Background: an optimization exercise with open tools, aiming at a short achievable clock period and few clock cycles per item. Do not read the settings as production practice. In this exercise RTL edits were held to simulation tests only and were not proved equivalent to the original. Power and IR drop assume default switching activity.

--- design/flow/run.sh ---
#!/bin/bash
# synth_recipe.tcl (not shown) runs the flow's synth.tcl, then flattens the netlist and writes it again
# the make line also repeats each setting of config.mk as NAME=value (left out here)
make -C /OpenROAD-flow-scripts/flow DESIGN_CONFIG=/design/flow/config.mk WORK_HOME=/design/flow/orfs CLKGATE_MAP_FILE= SYNTH_SCRIPT=/design/flow/synth_recipe.tcl finish
--- design/flow/config.mk ---
export PLATFORM = sky130hd
export DESIGN_NAME = rv_core
export DESIGN_NICKNAME = rv_core
export VERILOG_FILES = /design/flow/design.v
export SDC_FILE = /design/flow/constraint.sdc
export NUM_CORES = 4
export LEC_CHECK = 0
export ABC_CLOCK_PERIOD_IN_PS = 2500
export CAP_MARGIN = 20
export CORE_MARGIN = 2
export CORE_UTILIZATION = 40
export SETUP_SLACK_MARGIN = 4.5
export SLEW_MARGIN = 20
export TNS_END_PERCENT = 100
--- design/flow/constraint.sdc ---
create_clock -name core_clock -period 7.5 [get_ports {clk}]
set_input_delay 1.5000 -clock core_clock [delete_from_list [all_inputs] [get_ports {clk}]]
set_output_delay 1.5000 -clock core_clock [all_outputs]
set_load 0.01 [all_outputs]
--- design/flow/design.v ---
package core_pkg;
  localparam int XLEN = 32;
  localparam logic [XLEN-1:0] RESET_PC = '0;
  localparam logic [6:0] OPC_OP     = 7'b0110011;
  localparam logic [6:0] OPC_OP_IMM = 7'b0010011;
  localparam logic [6:0] OPC_LUI    = 7'b0110111;
  localparam logic [6:0] OPC_AUIPC  = 7'b0010111;
  localparam logic [6:0] OPC_LOAD   = 7'b0000011;
  localparam logic [6:0] OPC_STORE  = 7'b0100011;
  typedef enum logic [3:0] {
    ALU_ADD,
    ALU_SUB,
    ALU_AND,
    ALU_OR,
    ALU_XOR,
    ALU_SLT,
    ALU_SLTU,
    ALU_SLL,
    ALU_SRL,
    ALU_SRA,
    ALU_PASS_B
  } alu_op_t;
  typedef logic [1:0] mem_width_t;
  localparam mem_width_t MEM_BYTE = 2'b00;
  localparam mem_width_t MEM_HALF = 2'b01;
  localparam mem_width_t MEM_WORD = 2'b10;
  typedef enum logic {
    WB_ALU,
    WB_MEM
  } wb_sel_t;
  typedef struct packed {
    logic [XLEN-1:0] pc;
    logic [31:0]     instr;
    logic            valid;
  } if_id_t;
  typedef struct packed {
    logic [XLEN-1:0] op_a;
    logic [XLEN-1:0] op_b;
    logic [XLEN-1:0] store_data;  
    logic [4:0]      rs1;
    logic [4:0]      rs2;
    logic            use_rs1;
    logic            use_rs2;
    alu_op_t         alu_op;
    logic [4:0]      rd;
    logic            reg_write;
    logic            mem_write;
    logic            mem_read;
    mem_width_t      mem_width;
    logic            mem_sign;
    wb_sel_t         wb_sel;
  } id_ex_t;
  typedef struct packed {
    logic [XLEN-1:0] result;
    logic [XLEN-1:0] store_data;
    logic [4:0]      rd;
    logic            reg_write;
    logic            mem_write;
    logic            mem_read;
    mem_width_t      mem_width;
    logic            mem_sign;
    wb_sel_t         wb_sel;
  } ex_mem_t;
  typedef struct packed {
    logic [XLEN-1:0] data;
    logic [4:0]      rd;
    logic            reg_write;
  } mem_wb_t;
  localparam if_id_t  IF_ID_BUBBLE  = '0;
  localparam id_ex_t  ID_EX_BUBBLE  = '0;
  localparam ex_mem_t EX_MEM_BUBBLE = '0;
  localparam mem_wb_t MEM_WB_BUBBLE = '0;
endpackage
`timescale 1ns/1ps
module rv_core (
  input  logic        clk,
  input  logic        reset_i,
  output logic [31:0] imem_addr_o,
  input  logic [31:0] imem_data_i,
  output logic [31:0] dmem_addr_o,
  output logic [31:0] dmem_wdata_o,
  output logic [3:0]  dmem_wstrb_o,
  output logic        dmem_we_o,
  input  logic [31:0] dmem_rdata_i,
  input  logic        dmem_stall_i,
  output logic        wb_valid_o,
  output logic [4:0]  wb_addr_o,
  output logic [31:0] wb_data_o
);
  localparam logic [6:0] OPC_OP     = 7'b0110011;
  localparam logic [6:0] OPC_OP_IMM = 7'b0010011;
  localparam logic [6:0] OPC_LUI    = 7'b0110111;
  localparam logic [6:0] OPC_AUIPC  = 7'b0010111;
  localparam logic [6:0] OPC_LOAD   = 7'b0000011;
  localparam logic [6:0] OPC_STORE  = 7'b0100011;
  function automatic logic [31:0] rev32(input logic [31:0] v);
    for (int i = 0; i < 32; i++) rev32[i] = v[31-i];
  endfunction
  function automatic logic [31:0] lanes(input logic [1:0] width, input logic [31:0] v);
    case (width)
      2'b00:   lanes = {4{v[7:0]}};
      2'b01:   lanes = {2{v[15:0]}};
      default: lanes = v;
    endcase
  endfunction
  function automatic logic [3:0] strobes(input logic [1:0] width, input logic [1:0] off);
    case (width)
      2'b00:   strobes = 4'b0001 << off;
      2'b01:   strobes = off[1] ? 4'b1100 : 4'b0011;
      default: strobes = 4'b1111;
    endcase
  endfunction
  logic [31:2] pc_q;      
  logic [31:2] d1_pcn;    
  logic        d1_valid;
  logic [31:0] d1_instr;
  logic [31:2] d1_pc;
  logic [31:0] d2_rf1, d2_rf2, d2_imm;
  logic [31:2] d2_pc;
  logic [4:0]  d2_rs1, d2_rs2, d2_rd;
  logic        d2_m1, d2_m2;    
  logic        d2_use1, d2_use2, d2_rw, d2_load, d2_store, d2_op, d2_lui, d2_auipc;
  logic [1:0]  d2_width;
  logic        d2_sign;
  logic        d2_addsub, d2_sub, d2_and, d2_or, d2_xor, d2_slt, d2_sltu;
  logic        d2_sll, d2_srl, d2_sra;
  logic [31:0] x_a, x_ash, x_b, x_bx;           
  logic [31:0] x_base, x_imm, x_sd;             
  logic [31:0] x_wdata;
  logic [31:2] x_addr;
  logic [3:0]  x_strb;
  logic        x_store, x_load;
  logic [1:0]  x_off;
  logic        x_addsub, x_sub, x_and, x_or, x_xor, x_slt, x_sltu, x_sll, x_sr, x_sra;
  logic [4:0]  x_rd;
  logic        x_rw;
  logic [1:0]  x_width;
  logic        x_sign;
  logic [31:0] m_result;
  logic [4:0]  m_rd;
  logic        m_v;
  logic [31:0] w_data;
  logic [4:0]  w_rd;
  logic        w_v;
  logic [31:0] regs [1:31];
  logic [31:0] res;   
  logic hold;   
  logic agi;    
  logic front;  
  assign hold  = dmem_stall_i & (x_load | x_store);
  assign front = hold | agi;
  assign imem_addr_o = {pc_q, 2'b00};
  always_ff @(posedge clk) begin
    if (reset_i) begin
      pc_q     <= '0;
      d1_valid <= 1'b0;
    end else begin
      pc_q <= front ? d1_pcn : pc_q + 30'd1;
      if (!front) d1_valid <= 1'b1;
    end
  end
  always_ff @(posedge clk) begin
    if (!front) begin
      d1_instr <= imem_data_i;
      d1_pc    <= pc_q;
      d1_pcn   <= pc_q + 30'd1;
    end
  end
  logic [6:0]  opc;
  logic [2:0]  f3;
  logic [4:0]  rs1, rs2, rd;
  logic        is_op, is_opi, is_alu, is_lui, is_auipc, is_load, is_store;
  logic        use1, use2, rw;
  logic [31:0] imm;
  logic [31:0] rf1, rf2;
  assign opc = d1_instr[6:0];
  assign rd  = d1_instr[11:7];
  assign f3  = d1_instr[14:12];
  assign rs1 = d1_instr[19:15];
  assign rs2 = d1_instr[24:20];
  assign is_op    = d1_valid && opc == OPC_OP;
  assign is_opi   = d1_valid && opc == OPC_OP_IMM;
  assign is_alu   = is_op | is_opi;
  assign is_lui   = d1_valid && opc == OPC_LUI;
  assign is_auipc = d1_valid && opc == OPC_AUIPC;
  assign is_load  = d1_valid && opc == OPC_LOAD;
  assign is_store = d1_valid && opc == OPC_STORE;
  assign use1 = (is_alu | is_load | is_store) && rs1 != 5'd0;
  assign use2 = (is_op | is_store) && rs2 != 5'd0;
  assign rw   = (is_alu | is_lui | is_auipc | is_load) && rd != 5'd0;
  always_comb begin
    if (is_lui | is_auipc) imm = {d1_instr[31:12], 12'b0};
    else if (is_store)     imm = {{20{d1_instr[31]}}, d1_instr[31:25], d1_instr[11:7]};
    else                   imm = {{20{d1_instr[31]}}, d1_instr[31:20]};
  end
  always_comb begin
    if (rs1 == 5'd0) rf1 = '0;
    else if (m_v && m_rd == rs1) rf1 = m_result;
    else if (w_v && w_rd == rs1) rf1 = w_data;
    else rf1 = regs[rs1];
    if (rs2 == 5'd0) rf2 = '0;
    else if (m_v && m_rd == rs2) rf2 = m_result;
    else if (w_v && w_rd == rs2) rf2 = w_data;
    else rf2 = regs[rs2];
  end
  always_ff @(posedge clk) begin
    if (w_v) regs[w_rd] <= w_data;
  end
  logic [31:0] fix1, fix2, base, bsel, agu;
  logic        m1_next, m2_next;
  assign m1_next = !hold && x_rw && x_rd == (front ? d2_rs1 : rs1) && (front ? d2_use1 : use1);
  assign m2_next = !hold && x_rw && x_rd == (front ? d2_rs2 : rs2) && (front ? d2_use2 : use2);
  always_comb begin
    fix1 = d2_m1 ? m_result : d2_rf1;
    fix2 = d2_m2 ? m_result : d2_rf2;
    if (d2_lui)        base = '0;
    else if (d2_auipc) base = {d2_pc, 2'b00};
    else               base = fix1;
    bsel = d2_op ? fix2 : d2_imm;
    agu  = fix1 + d2_imm;
  end
  assign agi = (d2_load | d2_store) && d2_use1 && x_rw && x_rd == d2_rs1;
  always_ff @(posedge clk) begin
    if (reset_i) begin
      d2_rw    <= 1'b0;
      d2_load  <= 1'b0;
      d2_store <= 1'b0;
      d2_use1  <= 1'b0;
      d2_use2  <= 1'b0;
    end else if (!front) begin
      d2_rw    <= rw;
      d2_load  <= is_load;
      d2_store <= is_store;
      d2_use1  <= use1;
      d2_use2  <= use2;
    end
  end
  always_ff @(posedge clk) begin
    d2_m1 <= m1_next;
    d2_m2 <= m2_next;
    if (!front) begin
      d2_rf1    <= rf1;
      d2_rf2    <= rf2;
      d2_imm    <= imm;
      d2_pc     <= d1_pc;
      d2_rs1    <= rs1;
      d2_rs2    <= rs2;
      d2_rd     <= rd;
      d2_op     <= is_op;
      d2_lui    <= is_lui;
      d2_auipc  <= is_auipc;
      d2_width  <= f3[1:0];
      d2_sign   <= ~f3[2];
      d2_addsub <= (is_alu && f3 == 3'b000) || is_lui || is_auipc;
      d2_sub    <= (is_op && f3 == 3'b000 && d1_instr[30]) ||
                   (is_alu && (f3 == 3'b010 || f3 == 3'b011));
      d2_sll    <= is_alu && f3 == 3'b001;
      d2_slt    <= is_alu && f3 == 3'b010;
      d2_sltu   <= is_alu && f3 == 3'b011;
      d2_xor    <= is_alu && f3 == 3'b100;
      d2_srl    <= is_alu && f3 == 3'b101 && !d1_instr[30];
      d2_sra    <= is_alu && f3 == 3'b101 && d1_instr[30];
      d2_or     <= is_alu && f3 == 3'b110;
      d2_and    <= is_alu && f3 == 3'b111;
    end else begin
      d2_rf1    <= fix1;
      d2_rf2    <= fix2;
    end
  end
  logic        fa, fb, fs;
  logic [31:0] sd;
  assign fa = d2_use1 && x_rw && x_rd == d2_rs1;
  assign fb = d2_op && d2_use2 && x_rw && x_rd == d2_rs2;
  assign fs = d2_store && d2_use2 && x_rw && x_rd == d2_rs2;
  assign sd = fs ? res : fix2;
  always_ff @(posedge clk) begin
    x_a   <= fa ? res : base;
    x_ash <= fa ? (d2_sll ? rev32(res) : res) : (d2_sll ? rev32(base) : base);
    x_b   <= fb ? res : bsel;
    x_bx  <= fb ? (d2_sub ? ~res : res) : (d2_sub ? ~bsel : bsel);
  end
  always_ff @(posedge clk) begin
    x_addsub <= !hold && d2_addsub;
    x_sub    <= !hold && d2_sub;
    x_and    <= !hold && d2_and;
    x_or     <= !hold && d2_or;
    x_xor    <= !hold && d2_xor;
    x_slt    <= !hold && d2_slt;
    x_sltu   <= !hold && d2_sltu;
    x_sll    <= !hold && d2_sll;
    x_sr     <= !hold && (d2_srl | d2_sra);
    x_sra    <= !hold && d2_sra;
  end
  logic [31:0] addr_k;
  assign addr_k = x_base + x_imm;
  always_ff @(posedge clk) begin
    if (hold) begin
      x_addr  <= addr_k[31:2];
      x_wdata <= lanes(x_width, x_sd);
      x_strb  <= x_load ? 4'b0000 : strobes(x_width, x_off);
    end else begin
      x_addr  <= agu[31:2];
      x_wdata <= lanes(d2_width, sd);
      x_strb  <= d2_store ? strobes(d2_width, agu[1:0]) : 4'b0000;
    end
  end
  always_ff @(posedge clk) begin
    if (reset_i) begin
      x_store <= 1'b0;
      x_load  <= 1'b0;
      x_rw    <= 1'b0;
    end else if (hold) begin
      x_store <= !x_load;
      x_load  <= !x_store;
    end else begin
      x_store <= d2_store & ~agi;
      x_load  <= d2_load & ~agi;
      x_rw    <= d2_rw & ~agi;
    end
  end
  always_ff @(posedge clk) begin
    if (!hold) begin
      x_base  <= fix1;
      x_imm   <= d2_imm;
      x_sd    <= sd;
      x_off   <= agu[1:0];
      x_rd    <= d2_rd;
      x_width <= d2_width;
      x_sign  <= d2_sign;
    end
  end
  logic [31:0] sr, lane, ld;
  logic [32:0] sum;
  logic        lt_s, lt_u, fill;
  assign sum  = {1'b0, x_a} + {1'b0, x_bx} + {32'd0, x_sub};
  assign lt_u = ~sum[32];
  assign lt_s = (x_a[31] ^ x_b[31]) ? x_a[31] : sum[31];
  assign fill = x_sra & x_ash[31];
  assign sr   = 32'($signed({fill, x_ash}) >>> x_b[4:0]);
  assign lane = dmem_rdata_i >> {x_off, 3'b000};
  always_comb begin
    case (x_width)
      2'b00:   ld = {{24{x_sign & lane[7]}}, lane[7:0]};
      2'b01:   ld = {{16{x_sign & lane[15]}}, lane[15:0]};
      default: ld = dmem_rdata_i;
    endcase
  end
  assign res = ({32{x_addsub}} & sum[31:0])
             | ({32{x_and}}    & (x_a & x_b))
             | ({32{x_or}}     & (x_a | x_b))
             | ({32{x_xor}}    & (x_a ^ x_b))
             | {31'd0, (x_slt & lt_s) | (x_sltu & lt_u)}
             | ({32{x_sll}}    & rev32(sr))
             | ({32{x_sr}}     & sr)
             | ({32{x_load}}   & ld);
  assign dmem_addr_o  = {x_addr, 2'b00};
  assign dmem_we_o    = x_store;
  assign dmem_wstrb_o = x_strb;
  assign dmem_wdata_o = x_wdata;
  always_ff @(posedge clk) begin
    if (reset_i) m_v <= 1'b0;
    else         m_v <= x_rw & ~hold;
  end
  always_ff @(posedge clk) begin
    m_result <= res;
    m_rd     <= x_rd;
  end
  assign wb_valid_o = m_v;
  assign wb_addr_o  = m_rd;
  assign wb_data_o  = m_result;
  always_ff @(posedge clk) begin
    if (reset_i) w_v <= 1'b0;
    else         w_v <= m_v;
  end
  always_ff @(posedge clk) begin
    w_data <= m_result;
    w_rd   <= m_rd;
  end
endmodule
==> impl_metrics.env, run 1 <==
export IMPL_peakVddDrop_uv=217
export IMPL_finalClockSkew_ps=61.3
export IMPL_syn_instance_count=5539
export IMPL_numPortBuffers=201
export IMPL_synth_yosys_warnings=1
export IMPL_detailedPlace_worstSlack_ps=2420
export IMPL_timing_critical_path_mode_cell="buf_4"
export IMPL_path_delay_family="compound AO/OA/AOI/OAI gates"
export IMPL_worstHoldPathType="reg -> reg"
export IMPL_insertion_delay_ps=850
export IMPL_relSlewSlack_pct=21.7
export IMPL_fin_tns_setup_ps=0
export IMPL_number_of_antenna_violations_at_the_first_check_in_global_routing=5
export IMPL_final_layout_size_suffix_gt1_share_pct=35.2
export IMPL_dpl_hpwl_um=179000
export IMPL_synth_yosys_seq_area_share_pct=57.3
export IMPL_critical_path_arrival_ps=4440
export IMPL_outcome="timing/DRC/antenna clean"
export IMPL_dieWidth_um=452
export IMPL_maxCapViolCount=0
export IMPL_grt_overflow_total=0
export IMPL_grt_max_degree=81
export IMPL_finalMaxSlewViolations=0
export IMPL_route_antenna_remaining_nets=0
export IMPL_synthesized_area_fraction_occupied_by_xor_and_xnor_cells_pct=1.73
export IMPL_timing_final_setup_violations=0
export IMPL_grt_pass1_wl_um=407000
export IMPL_timing_critical_path_required_ps=8190
export IMPL_register_name_with_the_most_flops="regs"
export IMPL_grtUsageTotal_pct=28.0
export IMPL_synth_ff_latch_count=1678
export IMPL_pin_count=206
export IMPL_clk_path_buf_depth=3
export IMPL_netlist_top_cell_by_area="edfxtp_1"
export IMPL_longest_individual_stage_delay_on_the_worst_path_ps=470
export IMPL_critPathKind="reg -> reg"
export IMPL_fmax_mhz=267
export IMPL_largest_reg_flops=992
export IMPL_tritoncts_clock_tree="done"
export IMPL_wire_per_inst_um=33.1
export IMPL_drt_pass1_iter_count=6
export IMPL_synth_edff_count=1243
export IMPL_synth_ff_type="edfxtp_1"
export IMPL_totalPowerFinal_mw=22.9
export IMPL_tightestPinTransition_ps=1140
export IMPL_finalWorstPathRequiredPeriod_ps=3750
export IMPL_cts_buffers=180
export IMPL_powerDensity_nw_per_um2=230
export IMPL_ys_async_sr_fraction_pct=0
export IMPL_tritoncts_num_sinks=1678
export IMPL_synth_compound_area_share_pct=7.87
export IMPL_num_nets_final=6294
export IMPL_drt_initial_drc_count=8507
export IMPL_final_instance_count_excl_fill=8881
export IMPL_count_of_distinct_cell_types_in_the_synthesized_netlist=93
export IMPL_num_vias=55600
export IMPL_cpMaxStageDelayCell="fa_2"
export IMPL_timing_final_ws_setup_ps=3750
export IMPL_synth_area_top_cells="edfxtp_1, mux4_2, dfxtp_1"
export IMPL_die_height_um=452
export IMPL_placed_cells_incl_taps=8148
export IMPL_multi_input_comb_area_um2=35800
export IMPL_floorplan_initialDensity_pct=40.2
export IMPL_hold_viol=0
export IMPL_layout_filler_cells=16600
export IMPL_core_area_um2=200000
export IMPL_placementRows=164
export IMPL_setup_repair_after_global_routing_missed_its_margin="yes"
export IMPL_cts_clk_pin_slew_worst_paths_ps=60
export IMPL_post_route_drc_count=0
export IMPL_synth_adder_area_share_pct=2.52
export IMPL_synthesis_to_layout_area_growth_pct=24.3
export IMPL_syn_mean_instance_area_um2=14.5
export IMPL_final_seq_area_um2=46400
export IMPL_dominant_combinational_cell_family_by_area_after_synthesis="multiplexers"
export IMPL_syn_cell_area_um2=80300
export IMPL_largest_fanout_on_the_critical_path=5
export IMPL_muxShareOfSynthArea_pct=22.4
export IMPL_routabilityCongestion=0.963
export IMPL_layout_worst_path_cycle_share_pct=50.0
export IMPL_fp_dieArea_um2=204000
export IMPL_synth_top_cell_area_share_pct=46.5
export IMPL_vias_in_the_first_global_route=53600
export IMPL_endpoint_kind="register"
export IMPL_cp_buffers_inverters=3
export IMPL_clock_tree_htree_level_count=4
export IMPL_synth_simple_gate_area_share_pct=5.49
export IMPL_ctsRootBufferMaster="clkbuf_16"
export IMPL_post_drt_via_cell_ratio=6.26
export IMPL_power_static_leakage_nw=34.8
export IMPL_worstPathCellList="fa_2, fa_2, a211oi_2, nor3_2, o211ai_1, buf_4, a21oi_4, o211ai_1, buf_4, o32ai_4, a2111oi_4, buf_4, mux2i_1, mux2_4, xnor2_1"
export IMPL_wirelength_routed_um=294000
export IMPL_cp_start_kind="register"
-- cell usage after synthesis (23+ instances only) --
cell / n
mux4_2: 621
edfxtp_1: 1243
a21oi_1: 311
dfxtp_1: 435
nand3_1: 56
a31oi_1: 24
mux2_2: 69
nor3_1: 40
and3_1: 23
o22ai_1: 43
xnor2_1: 84
o21a_1: 28
ha_1: 157
buf_1: 109
a211oi_1: 86
o21ai_0: 226
mux2i_1: 301
xor2_1: 73
nand2_1: 386
o211ai_1: 41
clkbuf_1: 236
nor2b_1: 47
nor2_1: 327
a21o_1: 57
nand4_1: 28
inv_1: 157
-- layout make-up --
| cell class | instances | share of cell area, % |
|---|---|---|
| flip-flops and latches | 1678 | 46.4 |
| multi-input cells | 3329 | 35.8 |
| clock buffers | 233 | 4.81 |
| inverters | 164 | 0.669 |
| well taps | 2656 | 3.33 |
| repair inverters | 3 | 0.0288 |
| diodes | 6 | 0.0150 |
| repair buffers | 711 | 7.73 |
| clock inverters | 101 | 1.16 |
-- timing repair --
action,in CTS,in global routing
pin swaps,144,113
hold buffers,0,0
gates resized for setup,1223,199
setup buffers,267,87
endpoints found under the setup margin,1076,413
cloned,29,8
-- where the power goes --
group / total, mW / switching, mW / internal, mW
combinational: 3.46 / 1.91 / 1.55
sequential: 10.5 / 0.306 / 10.2
clock: 8.98 / 3.95 / 5.03
total: 22.9 / 6.17 / 16.8
-- per-layer routing --
layer / up-vias / wire length [um] / track usage (%)
met3: 717 / 28200 / 4.78
li1: 22800 / - / -
met1: 28600 / 113000 / 38.0
met5: - / 13 / 0
met4: 2 / 19100 / 15.5
met2: 3436 / 133000 / 42.8
-- path summary, 6_finish.rpt --
check,cells past startpoint,startpoint,slack (ps),to
worst min-delay path,0,m_rd[3],410,w_rd[3]
worst max register to register,15,x_a[0],3750,x_bx[18]
worst max-delay path,15,x_a[0],3750,x_bx[18]
worst min register to register,0,m_rd[3],410,w_rd[3]
-- metrics by stage --
stage / cell area, um2 / util (%) / hold WS [ps]
6_report: 99800 / 50.0 / 405
5_1_grt: 99800 / 50.0 / 421
4_1_cts: 98100 / 49.1 / 417
3_5_place_dp: 85800 / 43.0 / 405
3_3_place_gp: 85800 / 43.0 / 401
2_1_floorplan: 80700 / - / 400
-- cell families after synthesis --
kind of cell / Yosys count
and+or+nand+nor: 1001
muxes: 1000
other: 1
AOI/OAI and AO/OA: 1000
xor gates and xnor gates: 158
DFF: 1678
adders and majority gates: 160
buffers and inverters: 541
-- layout by cell type (no fill, tap or decap), types with 129 or more instances in the layout --
| cell type | netlist | final |
|---|---|---|
| mux2i_1 | 301 | 248 |
| mux4_2 | 621 | 627 |
| dfxtp_1 | 435 | 324 |
| buf_6 | 3 | 130 |
| nor2_1 | 327 | 277 |
| nand2_1 | 386 | 366 |
| ha_1 | 157 | 131 |
| clkbuf_16 | 0 | 185 |
| a21oi_1 | 311 | 252 |
| edfxtp_1 | 1243 | 1243 |
| buf_4 | 6 | 301 |
| inv_1 | 157 | 129 |
| o21ai_0 | 226 | 161 |
Testbench counts, summed over its fixed seeds: cycles 11,802, instrs 11,200.
==> inputs of run 2 (changes only) <==
--- a/design/flow/config.mk
+++ b/design/flow/config.mk
@@ -11,2 +11,4 @@
 export CORE_UTILIZATION = 40
+export CTS_CLUSTER_DIAMETER = 80
+export CTS_CLUSTER_SIZE = 30
 export SETUP_SLACK_MARGIN = 4.5
==> impl_metrics.env, run 2 <==
export IMPL_die_height_um=452
export IMPL_synth_top_cell_area_share_pct=46.5
export IMPL_synthesis_to_layout_area_growth_pct=22.1
export IMPL_worstReg2RegStart="x_a[0]"
export IMPL_timing_final_setup_violations=0
export IMPL_cpMaxStageDelayCell="fa_2"
export IMPL_grt_overflow_total=0
export IMPL_dpl_hpwl_um=179000
export IMPL_setup_repair_after_global_routing_missed_its_margin="yes"
export IMPL_powerDensity_nw_per_um2=213
export IMPL_largest_reg_flops=992
export IMPL_final_layout_size_suffix_gt1_share_pct=34.5
export IMPL_grt_pass1_wl_um=404000
export IMPL_layout_cells_most_common_list="edfxtp_1, mux4_2, nand2_1"
export IMPL_post_drt_via_cell_ratio=6.28
export IMPL_tritoncts_clock_tree="done"
export IMPL_tritoncts_num_sinks=1678
export IMPL_longest_individual_stage_delay_on_the_worst_path_ps=480
export IMPL_synth_most_common_cell="edfxtp_1"
export IMPL_final_instance_count_excl_fill=8750
export IMPL_num_nets_final=6231
export IMPL_num_vias=55000
export IMPL_largest_fanout_on_the_critical_path=3
export IMPL_clock_tree_htree_level_count=3
export IMPL_syn_mean_instance_area_um2=14.5
export IMPL_layout_worst_path_cycle_share_pct=50.6
export IMPL_finalClockSkew_ps=69.7
export IMPL_design_area_um2=98000
export IMPL_register_name_with_the_most_flops="regs"
export IMPL_timing_critical_path_mode_cell="buf_4"
export IMPL_detailed_place_area_um2=85800
export IMPL_finalWorstPathRequiredPeriod_ps=3790
export IMPL_syn_instance_count=5539
export IMPL_vias_in_the_first_global_route=52800
export IMPL_drt_initial_drc_count=8400
export IMPL_number_of_antenna_violations_at_the_first_check_in_global_routing=4
export IMPL_routabilityCongestion=0.963
export IMPL_worstHoldPathType="reg -> reg"
export IMPL_fmax_mhz=264
export IMPL_core_area_um2=200000
export IMPL_maxCapViolCount=0
export IMPL_clk_path_buf_depth=3
export IMPL_relSlewSlack_pct=12.8
export IMPL_placed_cells_incl_taps=8148
export IMPL_timing_hold_worst_start="m_rd[2]"
export IMPL_grt_max_degree=100
export IMPL_cp_start_kind="register"
export IMPL_synth_yosys_warnings=1
export IMPL_synth_yosys_seq_area_share_pct=57.3
export IMPL_peakVddDrop_uv=220
export IMPL_netlist_top_cells_count="edfxtp_1, mux4_2, dfxtp_1, nand2_1, nor2_1"
export IMPL_synth_ff_latch_count=1678
export IMPL_wirelength_routed_um=292000
export IMPL_drt_pass1_iter_count=6
export IMPL_synth_area_top_cells="edfxtp_1, mux4_2, dfxtp_1"
export IMPL_cts_buffers=102
export IMPL_numPortBuffers=201
export IMPL_hold_viol=0
export IMPL_fp_dieArea_um2=204000
export IMPL_grtUsageTotal_pct=27.8
export IMPL_synth_ff_type="edfxtp_1"
export IMPL_crit_path_start="x_a[0]"
export IMPL_placementRows=164
export IMPL_power_static_leakage_nw=34.0
export IMPL_most_common_cell_after_layout_fill_and_taps_aside="edfxtp_1"
export IMPL_finalMaxSlewViolations=0
export IMPL_outcome="timing/DRC/antenna clean"
export IMPL_synth_edff_count=1243
export IMPL_post_route_drc_count=0
export IMPL_hold_ws_ps=422
export IMPL_critical_path_arrival_ps=4450
export IMPL_netlist_top_cell_by_area="edfxtp_1"
export IMPL_cts_clk_pin_slew_worst_paths_ps=110
export IMPL_endpoint_kind="register"
export IMPL_syn_cell_area_um2=80300
export IMPL_pin_count=206
export IMPL_floorplan_initialDensity_pct=40.2
export IMPL_count_of_distinct_cell_types_in_the_synthesized_netlist=93
export IMPL_dieWidth_um=452
export IMPL_wire_per_inst_um=33.4
export IMPL_tightestPinTransition_ps=1270
export IMPL_worstPathCellList="fa_2, fa_2, a211oi_2, nor3_2, o211ai_1, buf_4, buf_4, buf_4, buf_6, nand2_4, xnor2_4, o2111ai_4, o211ai_1, o21ai_2, xnor2_1"
export IMPL_insertion_delay_ps=830
export IMPL_ys_async_sr_fraction_pct=0
export IMPL_route_antenna_remaining_nets=0
export IMPL_cts_hold_fix_buffers=0
export IMPL_timing_critical_path_required_ps=8160
export IMPL_critPathKind="reg -> reg"
export IMPL_fin_tns_setup_ps=0
export IMPL_ctsRootBufferMaster="clkbuf_16"
-- run 2: cells by family (layout without fill, tap and decap cells) --
group	Yosys count	after routing	synth area share, %
other	1	7	0.00467
adders and majority gates	160	160	2.52
xor gates and xnor gates	158	158	1.73
buffers and inverters	541	1083	2.64
muxes	1000	1000	22.4
and+or+nand+nor	1001	1007	5.49
AOI/OAI and AO/OA	1000	1001	7.87
DFF	1678	1678	57.3
-- run 2: critical path, delay by kind of cell (launching register included) --
kind,cells,cell delay [ps]
AOI/OAI and AO/OA,5,1360
adders and majority gates,2,890
buffers and inverters,4,460
xor gates and xnor gates,2,410
DFF,1,350
and+or+nand+nor,2,150
-- run 2: final cells by class --
cell class / instances / area (um2)
multi-input combinational: 3330 / 35800
clock buffer: 108 / 2620
timing repair buffer: 725 / 7850
antenna: 3 / 7.51
fill: 16700 / 102000
clock inverter: 83 / 1380
timing repair inverter: 3 / 28.8
tap: 2656 / 3320
sequential: 1678 / 46300
inverter: 164 / 678
-- run 2: worst paths after layout --
check,end,slack [ps],depth (start not counted)
max,x_bx[12],3710,15
min,w_rd[2],420,0
max reg2reg,x_bx[12],3710,15
min reg2reg,w_rd[2],420,0
-- run 2: power breakdown --
part	total [mW]	internal (mW)	switching (mW)
logic	3.51	1.58	1.93
registers	10.5	10.2	0.306
clock network	6.88	3.10	3.77
-- run 2: layer usage --
layer | track usage [%] | routed length [um] | up-vias
li1 | - | - | 22700
met1 | 37.8 | 114000 | 28300
met2 | 42.9 | 133000 | 3319
met3 | 4.34 | 26800 | 652
met4 | 15.1 | 19400 | 2
met5 | 0 | 16 | -
-- run 2: what timing repair did --
| action | in CTS | in global routing |
|---|---|---|
| setup buffers | 282 | 85 |
| gates resized for setup | 1139 | 254 |
| pin swaps | 168 | 132 |
| endpoints found under the setup margin | 1165 | 388 |
| gates cloned | 29 | 10 |
-- run 2: metrics by stage --
stage          worst slack [ps]  utilization (%)  power, mW
2_1_floorplan              4100                -       12.3
3_3_place_gp               2430             43.0       13.4
3_5_place_dp               2420             43.0       13.4
4_1_cts                    3850             48.1       20.7
5_1_grt                    3680             49.1       21.4
6_report                   3710             49.1       20.9
==> inputs of run 3 (changes only) <==
--- a/design/flow/design.v
+++ b/design/flow/design.v
@@ -146,7 +146,13 @@
   logic [31:0] res;   
-  logic hold;   
-  logic agi;    
-  logic front;  
-  assign hold  = dmem_stall_i & (x_load | x_store);
-  assign front = hold | agi;
+  logic pkeep;    
+  logic hold;     
+  logic pbusy;    
+  logic agi;      
+  logic memwait;  
+  logic front;    
+  assign pkeep   = dmem_stall_i & (x_load | x_store);
+  assign hold    = dmem_stall_i & x_load;
+  assign pbusy   = dmem_stall_i & x_store;
+  assign memwait = pbusy & (d2_load | d2_store);
+  assign front   = hold | agi | memwait;
   assign imem_addr_o = {pc_q, 2'b00};
@@ -296,3 +302,3 @@
   always_ff @(posedge clk) begin
-    if (hold) begin
+    if (pkeep) begin
       x_addr  <= addr_k[31:2];
@@ -311,6 +317,7 @@
       x_rw    <= 1'b0;
-    end else if (hold) begin
-      x_store <= !x_load;
-      x_load  <= !x_store;
-    end else begin
+    end else if (pbusy) begin
+      x_store <= 1'b1;
+      x_load  <= 1'b0;
+      x_rw    <= d2_rw & ~agi & ~memwait;
+    end else if (!hold) begin
       x_store <= d2_store & ~agi;
@@ -321,3 +328,3 @@
   always_ff @(posedge clk) begin
-    if (!hold) begin
+    if (!pkeep) begin
       x_base  <= fix1;
@@ -326,3 +333,2 @@
       x_off   <= agu[1:0];
-      x_rd    <= d2_rd;
       x_width <= d2_width;
@@ -330,8 +336,13 @@
     end
+    if (!hold) begin
+      x_rd    <= d2_rd;
+    end
   end
   logic [31:0] sr, lane, ld;
-  logic [32:0] sum;
+  logic [33:0] sumc;
+  logic [31:0] sum;
   logic        lt_s, lt_u, fill;
-  assign sum  = {1'b0, x_a} + {1'b0, x_bx} + {32'd0, x_sub};
-  assign lt_u = ~sum[32];
+  assign sumc = {1'b0, x_a, 1'b1} + {1'b0, x_bx, x_sub};
+  assign sum  = sumc[32:1];
+  assign lt_u = ~sumc[33];
   assign lt_s = (x_a[31] ^ x_b[31]) ? x_a[31] : sum[31];
@@ -347,3 +358,3 @@
   end
-  assign res = ({32{x_addsub}} & sum[31:0])
+  assign res = ({32{x_addsub}} & sum)
              | ({32{x_and}}    & (x_a & x_b))
--- a/design/flow/config.mk
+++ b/design/flow/config.mk
@@ -11,4 +11,2 @@
 export CORE_UTILIZATION = 40
-export CTS_CLUSTER_DIAMETER = 80
-export CTS_CLUSTER_SIZE = 30
 export SETUP_SLACK_MARGIN = 4.5
==> impl_metrics.env, run 3 <==
export IMPL_clk_path_buf_depth=3
export IMPL_path_delay_family="compound AO/OA/AOI/OAI gates"
export IMPL_fp_dieArea_um2=204000
export IMPL_die_height_um=452
export IMPL_most_common_cell_after_layout_fill_and_taps_aside="edfxtp_1"
export IMPL_peakVddDrop_uv=260
export IMPL_cts_hold_fix_buffers=0
export IMPL_route_antenna_remaining_nets=0
export IMPL_post_drt_via_cell_ratio=6.35
export IMPL_grt_max_degree=92
export IMPL_power_share_of_the_clock_group_pct=39.9
export IMPL_synth_ff_type="edfxtp_1"
export IMPL_wire_per_inst_um=34.5
export IMPL_drt_pass1_iter_count=8
export IMPL_internal_power_mw=16.7
export IMPL_synth_area_top_cells="edfxtp_1, mux4_2, dfxtp_1"
export IMPL_synth_top_cell_area_share_pct=46.5
export IMPL_grt_pass1_wl_um=414000
export IMPL_totalPowerFinal_mw=22.7
export IMPL_finalClockSkew_ps=40.1
export IMPL_synth_yosys_seq_area_share_pct=57.4
export IMPL_critPathKind="reg -> reg"
export IMPL_tritoncts_clock_tree="done"
export IMPL_syn_mean_instance_area_um2=14.5
export IMPL_final_util_pct=49.6
export IMPL_core_area_um2=200000
export IMPL_drt_initial_drc_count=7406
export IMPL_num_nets_final=6262
export IMPL_vias_in_the_first_global_route=53500
export IMPL_layout_worst_path_cycle_share_pct=48.9
export IMPL_post_route_drc_count=0
export IMPL_final_seq_area_um2=46400
export IMPL_grt_overflow_total=0
export IMPL_power_static_leakage_nw=34.0
export IMPL_finalMaxSlewViolations=0
export IMPL_num_vias=56200
export IMPL_cts_buffers=180
export IMPL_synth_most_common_cell="edfxtp_1"
export IMPL_syn_cell_area_um2=80300
export IMPL_outcome="timing/DRC/antenna clean"
export IMPL_hold_viol=0
export IMPL_fmax_mhz=272
export IMPL_timing_critical_path_required_ps=8200
export IMPL_power_switching_share_pct=26.2
export IMPL_number_of_antenna_violations_at_the_first_check_in_global_routing=8
export IMPL_finalWorstPathRequiredPeriod_ps=3670
export IMPL_worstPathCellList="mux2i_4, inv_2, ha_4, fa_2, a211oi_4, o211ai_1, a221o_1, a221o_1, a22oi_2, a31oi_4, a211o_1, xnor2_1, mux2i_1"
export IMPL_layout_filler_cells=16800
export IMPL_numPortBuffers=201
export IMPL_pin_count=206
export IMPL_critical_path_arrival_ps=4370
export IMPL_detailed_place_area_um2=85800
export IMPL_synth_ff_latch_count=1678
export IMPL_cp_buffers_inverters=1
export IMPL_timing_critical_path_mode_cell="a221o_1"
export IMPL_cts_clk_pin_slew_worst_paths_ps=60
export IMPL_tightestPinTransition_ps=1270
export IMPL_relSlewSlack_pct=14.7
export IMPL_synth_edff_count=1243
export IMPL_syn_instance_count=5526
export IMPL_layout_cells_most_common_list="edfxtp_1, mux4_2, dfxtp_1"
export IMPL_count_of_distinct_cell_types_in_the_synthesized_netlist=86
export IMPL_routabilityCongestion=0.969
export IMPL_dpl_hpwl_um=183000
export IMPL_setup_repair_after_global_routing_missed_its_margin="yes"
export IMPL_comb_power_share_pct=14.0
export IMPL_insertion_delay_ps=850
export IMPL_share_seq_of_total_power_pct=46.1
export IMPL_fin_tns_setup_ps=0
export IMPL_worstHoldPathType="reg -> reg"
export IMPL_netlist_top_cell_by_area="edfxtp_1"
export IMPL_wirelength_routed_um=305000
export IMPL_placementRows=164
export IMPL_maxCapViolCount=0
export IMPL_tritoncts_num_sinks=1678
export IMPL_final_layout_size_suffix_gt1_share_pct=34.8
export IMPL_largest_reg_flops=992
export IMPL_endpoint_kind="register"
export IMPL_power_switching_mw=5.94
export IMPL_netlist_top_cells_count="edfxtp_1, mux4_2, dfxtp_1, nor2_1, a21oi_1"
export IMPL_register_name_with_the_most_flops="regs"
export IMPL_longest_individual_stage_delay_on_the_worst_path_ps=460
export IMPL_floorplan_initialDensity_pct=40.2
export IMPL_powerDensity_nw_per_um2=229
export IMPL_timing_final_ws_setup_ps=3830
export IMPL_timing_final_setup_violations=0
export IMPL_cpMaxStageDelayCell="dfxtp_4"
export IMPL_ctsRootBufferMaster="clkbuf_16"
export IMPL_ys_async_sr_fraction_pct=0
export IMPL_clock_tree_htree_level_count=4
export IMPL_grtUsageTotal_pct=28.7
export IMPL_design_area_um2=99000
export IMPL_synth_yosys_warnings=1
export IMPL_largest_fanout_on_the_critical_path=6
export IMPL_synthesis_to_layout_area_growth_pct=23.4
export IMPL_detailedPlace_worstSlack_ps=2470
export IMPL_multi_input_comb_area_um2=35500
export IMPL_dieWidth_um=452
export IMPL_cp_start_kind="register"
[run 3: cell count changes after synthesis, sizes merged, moves of 8 or more]
cell / change
a21o: +17
a221o: +13
a221oi: -11
and2: +8
and3: +10
buf: -18
clkbuf: +11
mux2i: -16
mux4: -9
nand2: -82
nand3: +9
o21ai: +23
[run 3: path summary, 6_finish.rpt]
check / start / endpoint / slack, ps / cells past startpoint
hold / removal: d2_rd[4] / x_rd[4] / 410 / 0
setup / recovery: d2_m1 / x_addr[30] / 3830 / 13
setup reg to reg: d2_m1 / x_addr[30] / 3830 / 13
hold reg to reg: d2_rd[4] / x_rd[4] / 410 / 0
[run 3: area by class of cell]
type | instances | share of cell area (%)
Clock inverter | 106 | 1.15
Tap cell | 2656 | 3.36
Timing Repair Buffer | 682 | 7.17
Antenna cell | 6 | 0.0152
Sequential cell | 1678 | 46.8
Timing Repair inverter | 4 | 0.0392
Multi-Input combinational cell | 3322 | 35.9
Inverter | 167 | 0.692
Clock buffer | 229 | 4.87
[run 3: worst reg2reg max path, delay by kind of cell, from the launching register on]
family | cells | cell delay, ps
fa+ha+maj | 2 | 570
xor+xnor | 1 | 140
compound gates | 7 | 1900
flops | 1 | 460
buf+inv | 1 | 90
mux | 2 | 390
[run 3: timing repair]
item,4_1_cts,5_1_grt
buffers inserted,224,96
endpoints found under the setup margin,699,662
cloned,25,14
gates resized for setup,1186,248
pin swaps,116,117
[run 3: power by group through the flow]
stage / Clock (mW) / Combinational [mW] / Sequential, mW
floorplan: 0 / 1.61 / 10.5
global placement: 0 / 2.52 / 10.7
detailed placement: 0 / 2.53 / 10.7
CTS: 9.12 / 2.92 / 10.4
global route: 9.47 / 3.32 / 10.5
finish: 9.04 / 3.17 / 10.5
[run 3: through the flow]
| step | hold slack, ps | instances |
|---|---|---|
| floorplan | 400 | 5529 |
| global placement | 403 | 8150 |
| detailed placement | 405 | 8150 |
| CTS | 415 | 8734 |
| global route | 421 | 8846 |
| finish | 411 | 8850 |
[run 3: kinds of logic after synthesis]
group	after synthesis	share of synthesized area, %
AO/OA/AOI/OAI	1063	8.42
XOR/XNOR	161	1.76
flip-flops	1678	57.4
buffers and inverters	537	2.61
AND/OR/NAND/NOR	953	5.39
multiplexers	973	22.0
other	1	0.00467
adder cells (fa/ha/maj)	160	2.51
[run 3: routing by layer]
layer | part of all wire, % | vias to the layer above | global-route usage, %
met4 | 7.1 | 2 | 16.7
met2 | 45 | 3524 | 44.1
li1 | - | 22900 | -
met5 | 0.0043 | - | 0
met3 | 9.9 | 757 | 5.57
met1 | 38 | 29100 | 38.2
Testbench counts of run 3, summed over its fixed seeds: cycles 11,705, instrs 11,200.
==> inputs of run 4 (changes only) <==
--- a/design/flow/config.mk
+++ b/design/flow/config.mk
@@ -7,3 +7,3 @@
 export LEC_CHECK = 0
-export ABC_CLOCK_PERIOD_IN_PS = 2500
+export ABC_CLOCK_PERIOD_IN_PS = 800
 export CAP_MARGIN = 20
==> impl_metrics.env, run 4 <==
export IMPL_wirelength_routed_um=305000
export IMPL_floorplan_initialDensity_pct=40.2
export IMPL_route_antenna_remaining_nets=0
export IMPL_vias_in_the_first_global_route=53500
export IMPL_synth_ff_type="edfxtp_1"
export IMPL_synth_yosys_seq_area_share_pct=57.4
export IMPL_r2r_cells=13
export IMPL_synth_most_common_cell="edfxtp_1"
export IMPL_syn_cell_area_um2=80300
export IMPL_timing_final_setup_violations=0
export IMPL_netlist_top_cells_count="edfxtp_1, mux4_2, dfxtp_1, nor2_1, a21oi_1"
export IMPL_most_common_cell_after_layout_fill_and_taps_aside="edfxtp_1"
export IMPL_critPathKind="reg -> reg"
export IMPL_syn_mean_instance_area_um2=14.5
export IMPL_wire_per_inst_um=34.5
export IMPL_synth_area_top_cells="edfxtp_1, mux4_2, dfxtp_1"
export IMPL_timing_critical_path_required_ps=8200
export IMPL_relSlewSlack_pct=14.7
export IMPL_ctsRootBufferMaster="clkbuf_16"
export IMPL_count_of_distinct_cell_types_in_the_synthesized_netlist=86
export IMPL_grtUsageTotal_pct=28.7
export IMPL_detailedPlace_worstSlack_ps=2470
export IMPL_ys_async_sr_fraction_pct=0
export IMPL_timing_final_ws_setup_ps=3830
export IMPL_register_name_with_the_most_flops="regs"
export IMPL_layout_worst_path_cycle_share_pct=48.9
export IMPL_largest_reg_flops=992
export IMPL_tritoncts_clock_tree="done"
export IMPL_fp_dieArea_um2=204000
export IMPL_grt_max_degree=92
export IMPL_hold_viol=0
export IMPL_critical_path_arrival_ps=4370
export IMPL_outcome="timing/DRC/antenna clean"
export IMPL_num_vias=56200
export IMPL_peakVddDrop_uv=260
export IMPL_totalPowerFinal_mw=22.7
export IMPL_synth_edff_count=1243
export IMPL_routabilityCongestion=0.969
export IMPL_finalMaxSlewViolations=0
export IMPL_endpoint_kind="register"
export IMPL_placementRows=164
export IMPL_drt_initial_drc_count=7406
export IMPL_number_of_antenna_violations_at_the_first_check_in_global_routing=8
export IMPL_core_area_um2=200000
export IMPL_finalClockSkew_ps=40.1
export IMPL_final_layout_size_suffix_gt1_share_pct=34.8
export IMPL_tightestPinTransition_ps=1270
export IMPL_finalWorstPathRequiredPeriod_ps=3670
export IMPL_netlist_top_cell_by_area="edfxtp_1"
export IMPL_cts_clk_pin_slew_worst_paths_ps=60
export IMPL_power_static_leakage_nw=34.0
export IMPL_dieWidth_um=452
export IMPL_holdPathStages=0
export IMPL_grt_pass1_wl_um=414000
export IMPL_synthesis_to_layout_area_growth_pct=23.4
export IMPL_post_drt_via_cell_ratio=6.35
export IMPL_clk_path_buf_depth=3
export IMPL_post_route_drc_count=0
export IMPL_cp_start_kind="register"
export IMPL_synth_ff_latch_count=1678
export IMPL_fin_tns_setup_ps=0
export IMPL_tritoncts_num_sinks=1678
export IMPL_synth_top_cell_area_share_pct=46.5
export IMPL_pin_count=206
export IMPL_fmax_mhz=272
export IMPL_numPortBuffers=201
export IMPL_setup_repair_after_global_routing_missed_its_margin="yes"
export IMPL_clock_tree_htree_level_count=4
export IMPL_synth_yosys_warnings=1
export IMPL_powerDensity_nw_per_um2=229
export IMPL_insertion_delay_ps=850
export IMPL_worstHoldPathType="reg -> reg"
export IMPL_hold_ws_ps=411
export IMPL_num_nets_final=6262
export IMPL_largest_fanout_on_the_critical_path=6
export IMPL_cts_buffers=180
export IMPL_die_height_um=452
export IMPL_layout_cells_most_common_list="edfxtp_1, mux4_2, dfxtp_1"
export IMPL_drt_pass1_iter_count=8
export IMPL_syn_instance_count=5526
export IMPL_grt_overflow_total=0
export IMPL_dpl_hpwl_um=183000
export IMPL_maxCapViolCount=0
export IMPL_layout_filler_cells=16800
[run 4: cell counts in the layout (fill, tap and decap cells not counted)]
No cell type changed its count.
[run 4: worst paths after layout]
path,from,endpoint,slack (ps)
worst min-delay path,d2_rd[4],x_rd[4],410
worst max-delay path,d2_m1,x_addr[30],3830
worst max register to register,d2_m1,x_addr[30],3830
worst min register to register,d2_rd[4],x_rd[4],410
[run 4: logic make-up after synthesis]
group,Yosys count,share of synthesized area (%)
flip-flops,1678,57.4
adder cells (fa/ha/maj),160,2.51
buffers and inverters,537,2.61
AND/OR/NAND/NOR,953,5.39
AO/OA/AOI/OAI,1063,8.42
XOR/XNOR,161,1.76
multiplexers,973,22.0
other,1,0.00467
[run 4: layout make-up]
type | count | area [um2] | area share (%)
Clock inverter | 106 | 1140 | 1.15
Antenna cell | 6 | 15.0 | 0.0152
Timing Repair inverter | 4 | 38.8 | 0.0392
Clock buffer | 229 | 4820 | 4.87
Sequential cell | 1678 | 46400 | 46.8
Inverter | 167 | 686 | 0.692
Timing Repair Buffer | 682 | 7100 | 7.17
Tap cell | 2656 | 3320 | 3.36
Multi-Input combinational cell | 3322 | 35500 | 35.9
[run 4: layer usage]
| metal | track usage, % | part of all wire (%) | wire length [um] |
|---|---|---|---|
| met3 | 5.57 | 9.9 | 30400 |
| met4 | 16.7 | 7.1 | 21700 |
| met2 | 44.1 | 45 | 137000 |
| met5 | 0 | 0.0043 | 13 |
| met1 | 38.2 | 38 | 116000 |
[run 4: through the flow]
step	utilization, %	std cells	cell area, um2
2_1_floorplan	-	5529	80600
3_3_place_gp	43.0	8150	85800
3_5_place_dp	43.0	8150	85800
4_1_cts	48.5	8734	96900
5_1_grt	49.6	8846	99000
6_report	49.6	8850	99000
[run 4: power by group]
| part | switching (mW) | leakage [nW] | internal, mW |
|---|---|---|---|
| clock network | 3.87 | 2.92 | 5.17 |
| logic | 1.77 | 16.6 | 1.40 |
| registers | 0.296 | 14.5 | 10.2 |
| total | 5.94 | 34.0 | 16.7 |
[run 4: what timing repair did]
item,CTS,global route
buffers inserted,224,96
setup endpoints to repair,699,662
hold buffers,0,0
gates cloned,25,14
gates resized for setup,1186,248
pin swaps,116,117
[run 4: critical path: stages, from the launching register on]
cell	delay (ps)
dfxtp_4	460
mux2i_4	300
inv_2	90
ha_4	180
fa_2	390
a211oi_4	290
o211ai_1	130
a221o_1	370
a221o_1	380
a22oi_2	270
a31oi_4	130
a211o_1	300
xnor2_1	140
mux2i_1	80
==> inputs of run 5 (changes only) <==
--- a/design/flow/design.v
+++ b/design/flow/design.v
@@ -105,2 +105,19 @@
   endfunction
+  function automatic logic [31:0] agu12(input logic [31:0] b, input logic [11:0] off);
+    logic [12:0] lo;
+    logic [19:0] hi;
+    lo = {1'b0, b[11:0]} + {1'b0, off};
+    case ({lo[12], off[11]})
+      2'b10:   hi = b[31:12] + 20'd1;
+      2'b01:   hi = b[31:12] - 20'd1;
+      default: hi = b[31:12];
+    endcase
+    agu12 = {hi, lo[11:0]};
+  endfunction
+  function automatic logic [3:0] onehot4(input logic [1:0] v);
+    onehot4 = 4'b0001 << v;
+  endfunction
+  function automatic logic [7:0] onehot8(input logic [2:0] v);
+    onehot8 = 8'b0000_0001 << v;
+  endfunction
   function automatic logic [3:0] strobes(input logic [1:0] width, input logic [1:0] off);
@@ -127,2 +144,4 @@
   logic [31:0] x_a, x_ash, x_b, x_bx;           
+  logic [3:0]  x_sh1;                           
+  logic [7:0]  x_sh4;                           
   logic [31:0] x_base, x_imm, x_sd;             
@@ -225,3 +244,3 @@
     bsel = d2_op ? fix2 : d2_imm;
-    agu  = fix1 + d2_imm;
+    agu  = d2_m1 ? agu12(m_result, d2_imm[11:0]) : agu12(d2_rf1, d2_imm[11:0]);
   end
@@ -286,2 +305,4 @@
     x_bx  <= fb ? (d2_sub ? ~res : res) : (d2_sub ? ~bsel : bsel);
+    x_sh1 <= fb ? onehot4(res[1:0]) : onehot4(bsel[1:0]);
+    x_sh4 <= fb ? onehot8(res[4:2]) : onehot8(bsel[4:2]);
   end
@@ -300,3 +321,3 @@
   logic [31:0] addr_k;
-  assign addr_k = x_base + x_imm;
+  assign addr_k = agu12(x_base, x_imm[11:0]);
   always_ff @(posedge clk) begin
@@ -348,4 +369,17 @@
   assign lt_s = (x_a[31] ^ x_b[31]) ? x_a[31] : sum[31];
+  logic [34:0] sx;
+  logic [31:0] s1;
   assign fill = x_sra & x_ash[31];
-  assign sr   = 32'($signed({fill, x_ash}) >>> x_b[4:0]);
+  assign sx   = {{3{fill}}, x_ash};
+  always_comb begin
+    for (int i = 0; i < 32; i++) begin
+      s1[i] = (x_sh1[0] & sx[i]) | (x_sh1[1] & sx[i+1]) | (x_sh1[2] & sx[i+2]) | (x_sh1[3] & sx[i+3]);
+    end
+    for (int i = 0; i < 32; i++) begin
+      sr[i] = 1'b0;
+      for (int k = 0; k < 8; k++) begin
+        sr[i] = sr[i] | (x_sh4[k] & ((i + 4*k < 32) ? s1[(i + 4*k) % 32] : fill));
+      end
+    end
+  end
   assign lane = dmem_rdata_i >> {x_off, 3'b000};
--- a/design/flow/config.mk
+++ b/design/flow/config.mk
@@ -7,3 +7,3 @@
 export LEC_CHECK = 0
-export ABC_CLOCK_PERIOD_IN_PS = 800
+export ABC_CLOCK_PERIOD_IN_PS = 2500
 export CAP_MARGIN = 20
==> impl_metrics.env, run 5 <==
export IMPL_r2r_cells=31
export IMPL_clk_path_buf_depth=3
export IMPL_grt_busiest_layer="met2"
export IMPL_final_layout_size_suffix_gt1_share_pct=33.3
export IMPL_synth_ff_type="edfxtp_1"
export IMPL_grt_overflow_total=0
export IMPL_dpl_hpwl_um=176000
export IMPL_layout_worst_path_cycle_share_pct=66.5
export IMPL_synthesis_to_layout_area_growth_pct=24.5
export IMPL_longest_individual_stage_delay_on_the_worst_path_ps=430
export IMPL_peakVddDrop_uv=259
export IMPL_powerDensity_nw_per_um2=227
export IMPL_synth_top_cell_area_share_pct=45.3
export IMPL_worstReg2RegStart="d2_imm[0]"
export IMPL_register_name_with_the_most_flops="regs"
export IMPL_wire_per_inst_um=32.7
export IMPL_holdPathStages=0
export IMPL_wirelength_routed_um=303000
export IMPL_netlist_top_cells_count="edfxtp_1, mux4_2, dfxtp_1, nor2_1, nand2_1"
export IMPL_fmax_mhz=201
export IMPL_num_nets_final=6665
export IMPL_worstHoldPathType="reg -> reg"
export IMPL_dieWidth_um=454
export IMPL_syn_instance_count=5868
export IMPL_drt_initial_drc_count=7803
export IMPL_hold_viol=0
export IMPL_endpoint_kind="register"
export IMPL_die_height_um=454
export IMPL_ys_async_sr_fraction_pct=0
export IMPL_synth_ff_latch_count=1670
export IMPL_count_of_distinct_cell_types_in_the_synthesized_netlist=91
export IMPL_finalWorstPathRequiredPeriod_ps=4990
export IMPL_fin_tns_setup_ps=0
export IMPL_cp_start_kind="register"
export IMPL_grt_pass1_wl_um=417000
export IMPL_grt_max_degree=101
export IMPL_largest_fanout_on_the_critical_path=5
export IMPL_tritoncts_clock_tree="done"
export IMPL_outcome="timing/DRC/antenna clean"
export IMPL_syn_mean_instance_area_um2=13.8
export IMPL_post_drt_via_cell_ratio=6.25
export IMPL_ctsRootBufferMaster="clkbuf_16"
export IMPL_insertion_delay_ps=880
export IMPL_most_common_cell_after_layout_fill_and_taps_aside="edfxtp_1"
export IMPL_vias_in_the_first_global_route=55400
export IMPL_synth_yosys_seq_area_share_pct=56.4
export IMPL_synth_edff_count=1223
export IMPL_synth_most_common_cell="edfxtp_1"
export IMPL_numPortBuffers=201
export IMPL_post_route_drc_count=0
export IMPL_num_vias=57800
export IMPL_layout_cells_most_common_list="edfxtp_1, mux4_2, nand2_1"
export IMPL_timing_critical_path_required_ps=8310
export IMPL_finalClockSkew_ps=77.4
export IMPL_cpMaxStageDelayCell="edfxtp_1"
export IMPL_drt_pass1_iter_count=8
export IMPL_grt_use_met3_pct=5.71
export IMPL_placed_cells_incl_taps=8461
export IMPL_finalMaxSlewViolations=0
export IMPL_setup_repair_after_global_routing_missed_its_margin="yes"
export IMPL_maxCapViolCount=0
export IMPL_synth_yosys_warnings=1
export IMPL_fp_dieArea_um2=206000
export IMPL_placementRows=165
export IMPL_clock_tree_htree_level_count=4
export IMPL_grtUsageTotal_pct=28.4
export IMPL_endpoint_of_the_worst_hold_timing_path="x_rd[4]"
export IMPL_relSlewSlack_pct=17.2
export IMPL_largest_reg_flops=992
export IMPL_tritoncts_num_sinks=1670
export IMPL_synth_area_top_cells="edfxtp_1, mux4_2, dfxtp_1"
export IMPL_syn_cell_area_um2=81000
export IMPL_core_area_um2=202000
export IMPL_tightestPinTransition_ps=1230
export IMPL_final_instance_count_excl_fill=9246
export IMPL_routabilityCongestion=0.959
export IMPL_number_of_antenna_violations_at_the_first_check_in_global_routing=22
export IMPL_timing_hold_worst_start="d2_rd[4]"
export IMPL_grt_use_met1_pct=35.9
export IMPL_cts_buffers=179
export IMPL_critPathKind="reg -> reg"
export IMPL_cts_clk_pin_slew_worst_paths_ps=60
export IMPL_setup_reg_to_reg_worst_slack_ps=2510
export IMPL_grt_met2_usage_pct=45.0
export IMPL_netlist_top_cell_by_area="edfxtp_1"
export IMPL_floorplan_initialDensity_pct=40.2
export IMPL_timing_final_setup_violations=0
export IMPL_critical_path_arrival_ps=5800
export IMPL_worst_r2r_endpoint="x_addr[29]"
export IMPL_route_antenna_remaining_nets=0
export IMPL_power_static_leakage_nw=37.9
export IMPL_pin_count=206
export IMPL_cts_hold_fix_buffers=0
[run 5: changes by cell type after synthesis, sizes merged, moves of 36 or more]
| cell | previous run | this run |
|---|---|---|
| nor2 | 329 | 404 |
| a21oi | 307 | 355 |
| nand2 | 304 | 392 |
| inv | 162 | 198 |
| mux4 | 619 | 577 |
| a22oi | 17 | 98 |
[run 5: critical path: cells and delay by family (launching register included)]
family	cells	cell delay, ps
AND/OR/NAND/NOR	6	610
XOR/XNOR	1	120
flip-flops	1	430
adder cells (fa/ha/maj)	4	760
buffers and inverters	5	540
AO/OA/AOI/OAI	15	2510
[run 5: logic make-up after synthesis]
| logic type | after synthesis | synth area share (%) |
|---|---|---|
| flip-flops | 1670 | 56.4 |
| AO/OA/AOI/OAI | 1180 | 9.29 |
| AND/OR/NAND/NOR | 1133 | 6.21 |
| multiplexers | 907 | 20.2 |
| buffers and inverters | 599 | 2.92 |
| adder cells (fa/ha/maj) | 195 | 3.07 |
| XOR/XNOR | 183 | 1.98 |
| other | 1 | 0.00463 |
[run 5: how the worst max path moves through the flow]
stage / from / endpoint / slack, ps / cells past startpoint
5_1_grt: d2_imm[0] / x_addr[29] / 2330 / 31
3_3_place_gp: x_imm[1] / x_addr[31] / 2080 / 23
2_1_floorplan: x_imm[1] / x_addr[31] / 2820 / 22
4_1_cts: d2_imm[0] / x_addr[30] / 2460 / 28
6_report: d2_imm[0] / x_addr[29] / 2510 / 31
3_5_place_dp: d2_imm[0] / x_addr[31] / 2050 / 27
[run 5: cell type report]
type,count,area (um2)
clock buffers,222,4720
inverters,199,802
diodes,14,35.0
fillers,16700,101000
repair inverters,3,43.8
clock inverters,116,1410
multi-input cells,3606,36800
well taps,2672,3340
flip-flops and latches,1670,46000
repair buffers,744,7780
[run 5: power breakdown]
group	switching, mW	internal [mW]	total, mW
Clock	3.97	5.26	9.23
Combinational	1.86	1.47	3.34
Sequential	0.264	10.1	10.3
Total	6.10	16.8	22.9
[run 5: metrics by stage]
| step | utilization (%) | total power, mW | hold WS [ps] | setup slack [ps] | cell area [um2] |
|---|---|---|---|---|---|
| after floorplan | - | 12.2 | 392 | 2820 | 81800 |
| after global placement | 43.0 | 13.2 | 394 | 2080 | 86800 |
| after detailed placement | 43.0 | 13.2 | 403 | 2050 | 86800 |
| after CTS | 48.9 | 22.7 | 387 | 2460 | 98700 |
| after global routing | 50.0 | 23.5 | 409 | 2330 | 101000 |
| final | 50.0 | 22.9 | 406 | 2510 | 101000 |
[run 5: layer usage]
| metal | share of wire [%] | vias up | routed length [um] |
|---|---|---|---|
| met5 | 0.033 | - | 101 |
| met2 | 47 | 3532 | 141000 |
| met3 | 9.7 | 838 | 29300 |
| met4 | 7.4 | 16 | 22500 |
| met1 | 36 | 29400 | 110000 |
| li1 | - | 24000 | - |
[run 5: what timing repair did]
item | 4_1_cts | 5_1_grt
gates resized for setup | 1109 | 246
pin swaps | 215 | 160
buffers inserted | 284 | 116
setup endpoints to repair | 924 | 455
gates cloned | 19 | 13
Testbench counts of run 5, summed over its fixed seeds: cycles 11,705, instrs 11,200.
==> inputs of run 6 (changes only) <==
--- a/design/flow/config.mk
+++ b/design/flow/config.mk
@@ -7,7 +7,7 @@
 export LEC_CHECK = 0
-export ABC_CLOCK_PERIOD_IN_PS = 2500
 export CAP_MARGIN = 20
 export CORE_MARGIN = 2
-export CORE_UTILIZATION = 40
-export SETUP_SLACK_MARGIN = 4.5
+export CORE_UTILIZATION = 50
+export PLACE_DENSITY = 0.65
+export SETUP_SLACK_MARGIN = 4.0
 export SLEW_MARGIN = 20
==> impl_metrics.env, run 6 <==
export IMPL_cp_start_kind="register"
export IMPL_fmax_mhz=199
export IMPL_cp_buffers_inverters=2
export IMPL_largest_fanout_on_the_critical_path=3
export IMPL_grtUsageTotal_pct=33.8
export IMPL_post_route_drc_count=0
export IMPL_synth_ff_type="edfxtp_1"
export IMPL_share_seq_of_total_power_pct=46.7
export IMPL_path_delay_family="compound AO/OA/AOI/OAI gates"
export IMPL_core_area_um2=161000
export IMPL_powerDensity_nw_per_um2=234
export IMPL_insertion_delay_ps=840
export IMPL_power_switching_mw=5.81
export IMPL_endpoint_kind="register"
export IMPL_most_common_cell_after_layout_fill_and_taps_aside="edfxtp_1"
export IMPL_holdPathStages=0
export IMPL_synth_ff_latch_count=1670
export IMPL_post_drt_via_cell_ratio=6.62
export IMPL_critPathKind="reg -> reg"
export IMPL_synth_area_top_cells="edfxtp_1, mux4_2, dfxtp_1"
export IMPL_synth_edff_count=1223
export IMPL_power_switching_share_pct=26.2
export IMPL_synth_yosys_warnings=1
export IMPL_final_instance_count_excl_fill=8450
export IMPL_r2r_cells=28
export IMPL_cts_hold_fix_buffers=0
export IMPL_timing_final_setup_violations=0
export IMPL_syn_mean_instance_area_um2=13.8
export IMPL_wirelength_routed_um=283000
export IMPL_fin_tns_setup_ps=0
export IMPL_setup_repair_after_global_routing_missed_its_margin="yes"
export IMPL_layout_worst_path_cycle_share_pct=66.9
export IMPL_power_static_leakage_nw=35.5
export IMPL_finalClockSkew_ps=43.1
export IMPL_timing_critical_path_required_ps=8180
export IMPL_largest_reg_flops=992
export IMPL_syn_cell_area_um2=81000
export IMPL_finalMaxSlewViolations=0
export IMPL_maxCapViolCount=0
export IMPL_comb_power_share_pct=13.6
export IMPL_finalWorstPathRequiredPeriod_ps=5020
export IMPL_netlist_top_cells_count="edfxtp_1, mux4_2, dfxtp_1, nor2_1, nand2_1"
export IMPL_worstHoldPathType="reg -> reg"
export IMPL_longest_individual_stage_delay_on_the_worst_path_ps=400
export IMPL_tightestPinTransition_ps=1190
export IMPL_cts_buffers=176
export IMPL_syn_instance_count=5868
export IMPL_pin_count=206
export IMPL_power_share_of_the_clock_group_pct=39.7
export IMPL_layout_filler_cells=12400
export IMPL_floorplan_initialDensity_pct=50.4
export IMPL_timing_critical_path_mode_cell="o21ai_1"
export IMPL_hold_viol=0
export IMPL_tritoncts_clock_tree="done"
export IMPL_count_of_distinct_cell_types_in_the_synthesized_netlist=91
export IMPL_placementRows=147
export IMPL_route_antenna_remaining_nets=0
export IMPL_outcome="timing/DRC/antenna clean"
export IMPL_netlist_top_cell_by_area="edfxtp_1"
export IMPL_synth_top_cell_area_share_pct=45.3
export IMPL_die_height_um=407
export IMPL_num_vias=55900
export IMPL_cts_clk_pin_slew_worst_paths_ps=60
export IMPL_routabilityCongestion=0.987
export IMPL_final_layout_size_suffix_gt1_share_pct=24.5
export IMPL_final_seq_area_um2=45800
export IMPL_internal_power_mw=16.4
export IMPL_drt_pass1_iter_count=7
export IMPL_grt_overflow_total=0
export IMPL_fp_dieArea_um2=165000
export IMPL_clk_path_buf_depth=3
export IMPL_num_nets_final=6394
export IMPL_multi_input_comb_area_um2=34800
export IMPL_synth_most_common_cell="edfxtp_1"
export IMPL_crit_cells=28
export IMPL_placed_cells_incl_taps=7963
export IMPL_wire_per_inst_um=33.4
export IMPL_ctsRootBufferMaster="clkbuf_16"
export IMPL_peakVddDrop_uv=257
export IMPL_dieWidth_um=407
export IMPL_clock_tree_htree_level_count=4
export IMPL_cpMaxStageDelayCell="fa_2"
export IMPL_numPortBuffers=201
export IMPL_relSlewSlack_pct=18.2
export IMPL_tritoncts_num_sinks=1670
export IMPL_synthesis_to_layout_area_growth_pct=16.9
export IMPL_vias_in_the_first_global_route=53400
export IMPL_critical_path_arrival_ps=5700
export IMPL_drt_initial_drc_count=7464
export IMPL_dpl_hpwl_um=179000
export IMPL_register_name_with_the_most_flops="regs"
export IMPL_grt_pass1_wl_um=395000
export IMPL_layout_cells_most_common_list="edfxtp_1, mux4_2, nand2_1"
export IMPL_grt_max_degree=154
export IMPL_ys_async_sr_fraction_pct=0
export IMPL_synth_yosys_seq_area_share_pct=56.4
export IMPL_number_of_antenna_violations_at_the_first_check_in_global_routing=18
[run 6: cell counts after synthesis]
No cell type changed its count.
[run 6: cell type report]
class,count,share of cell area (%)
Sequential cell,1670,48.3
Multi-Input combinational cell,3605,36.8
Clock buffer,229,5.11
Timing Repair Buffer,480,5.06
Tap cell,2160,2.85
Clock inverter,101,1.04
Inverter,199,0.823
Antenna cell,6,0.0158
[run 6: worst paths after layout]
kind	start	end	slack, ps
worst max-delay path	d2_imm[0]	x_addr[31]	2480
worst min-delay path	d1_pc[30]	d2_pc[30]	410
worst max register to register	d2_imm[0]	x_addr[31]	2480
worst min register to register	d1_pc[30]	d2_pc[30]	410
[run 6: routing by layer]
layer	share of wire (%)	global-route usage, %	vias to the layer above
met4	6.3	18.7	14
met1	38	45.1	28500
met3	10	8.03	655
li1	-	-	23400
met2	45	51.2	3337
met5	0.030	0	-
[run 6: stage by stage]
stage | total power, mW | setup slack (ps) | hold slack, ps | util, % | area, um2
CTS | 22.1 | 2520 | 411 | 58.3 | 93700
finish | 22.2 | 2480 | 411 | 59.0 | 94800
detailed placement | 13.2 | 2160 | 405 | 53.5 | 85900
global placement | 13.2 | 2230 | 398 | 53.5 | 85900
global route | 22.8 | 2170 | 415 | 58.9 | 94800
floorplan | 12.1 | 2820 | 392 | - | 81500
[run 6: cells by family (layout without fill, tap and decap cells)]
kind of cell,after synthesis,after routing,share of synthesized area [%]
xor gates and xnor gates,183,183,1.98
other,1,10,0.00463
muxes,907,907,20.2
buffers and inverters,599,1009,2.92
adders and majority gates,195,195,3.07
DFF,1670,1670,56.4
AOI/OAI and AO/OA,1180,1181,9.29
and+or+nand+nor,1133,1135,6.21
[run 6: worst reg2reg max path, delay by kind of cell, from the launching register on]
family | cells | cell delay, ps
compound gates | 16 | 2430
fa+ha+maj | 4 | 1120
simple gates | 4 | 440
flops | 1 | 370
mux | 1 | 240
buf+inv | 2 | 180
xor+xnor | 1 | 90
[run 6: what timing repair did]
action | in CTS | in global routing
buffers inserted | 107 | 36
pin swaps | 92 | 71
gates cloned | 4 | 3
setup endpoints to repair | 452 | 237
resized for setup | 251 | 166
[run 6: power groups by stage]
stage / combinational (mW) / sequential (mW) / clock, mW
2_1_floorplan: 1.70 / 10.4 / 0
3_3_place_gp: 2.62 / 10.6 / 0
3_5_place_dp: 2.63 / 10.6 / 0
4_1_cts: 2.84 / 10.4 / 8.88
5_1_grt: 3.19 / 10.4 / 9.25
6_report: 3.02 / 10.4 / 8.82

## port drivers added, routing unchanged
How much do the figures lean on ideal ports? The routed layouts below were timed once more, with nothing changed but the port constraints.
Step 1: set_driving_cell puts a clkbuf_16 on clk and a buf_2 on each other input, an assumption about the parent block.
Step 2 adds t to the input delays and takes it off the output delays; t is the mean of the earliest and latest rising clock arrival at the registers after step 1. Input paths then give back, and output paths get back, about the clock's delay inside the block.
Slacks: no drivers / after step 1 / after step 2; pairs: no drivers / after step 1.
run	shift t [ns]	setup WS [ns]	worst setup path at the end	worst register clock-pin slew, ns	pins driven straight from the clock port
run 1	0.913	3.749 / 3.749 / 3.234	input to register	0.07 / 0.07	1
run 2	0.882	3.708 / 3.708 / 3.213	input to register	0.12 / 0.12	1
run 3	0.928	3.830 / 3.830 / 3.395	input to register	0.07 / 0.07	1
run 4	0.928	3.830 / 3.830 / 3.395	input to register	0.07 / 0.07	1
run 5	0.924	2.515 / 2.515 / 2.515	register to register	0.07 / 0.07	1
run 6	0.896	2.483 / 2.483 / 2.483	register to register	0.07 / 0.07	1
After both steps setup and hold are still met in every run listed. The setup slack of run 1, which loses most, moves by 0.000 ns with the drivers and by -0.515 ns with both steps.
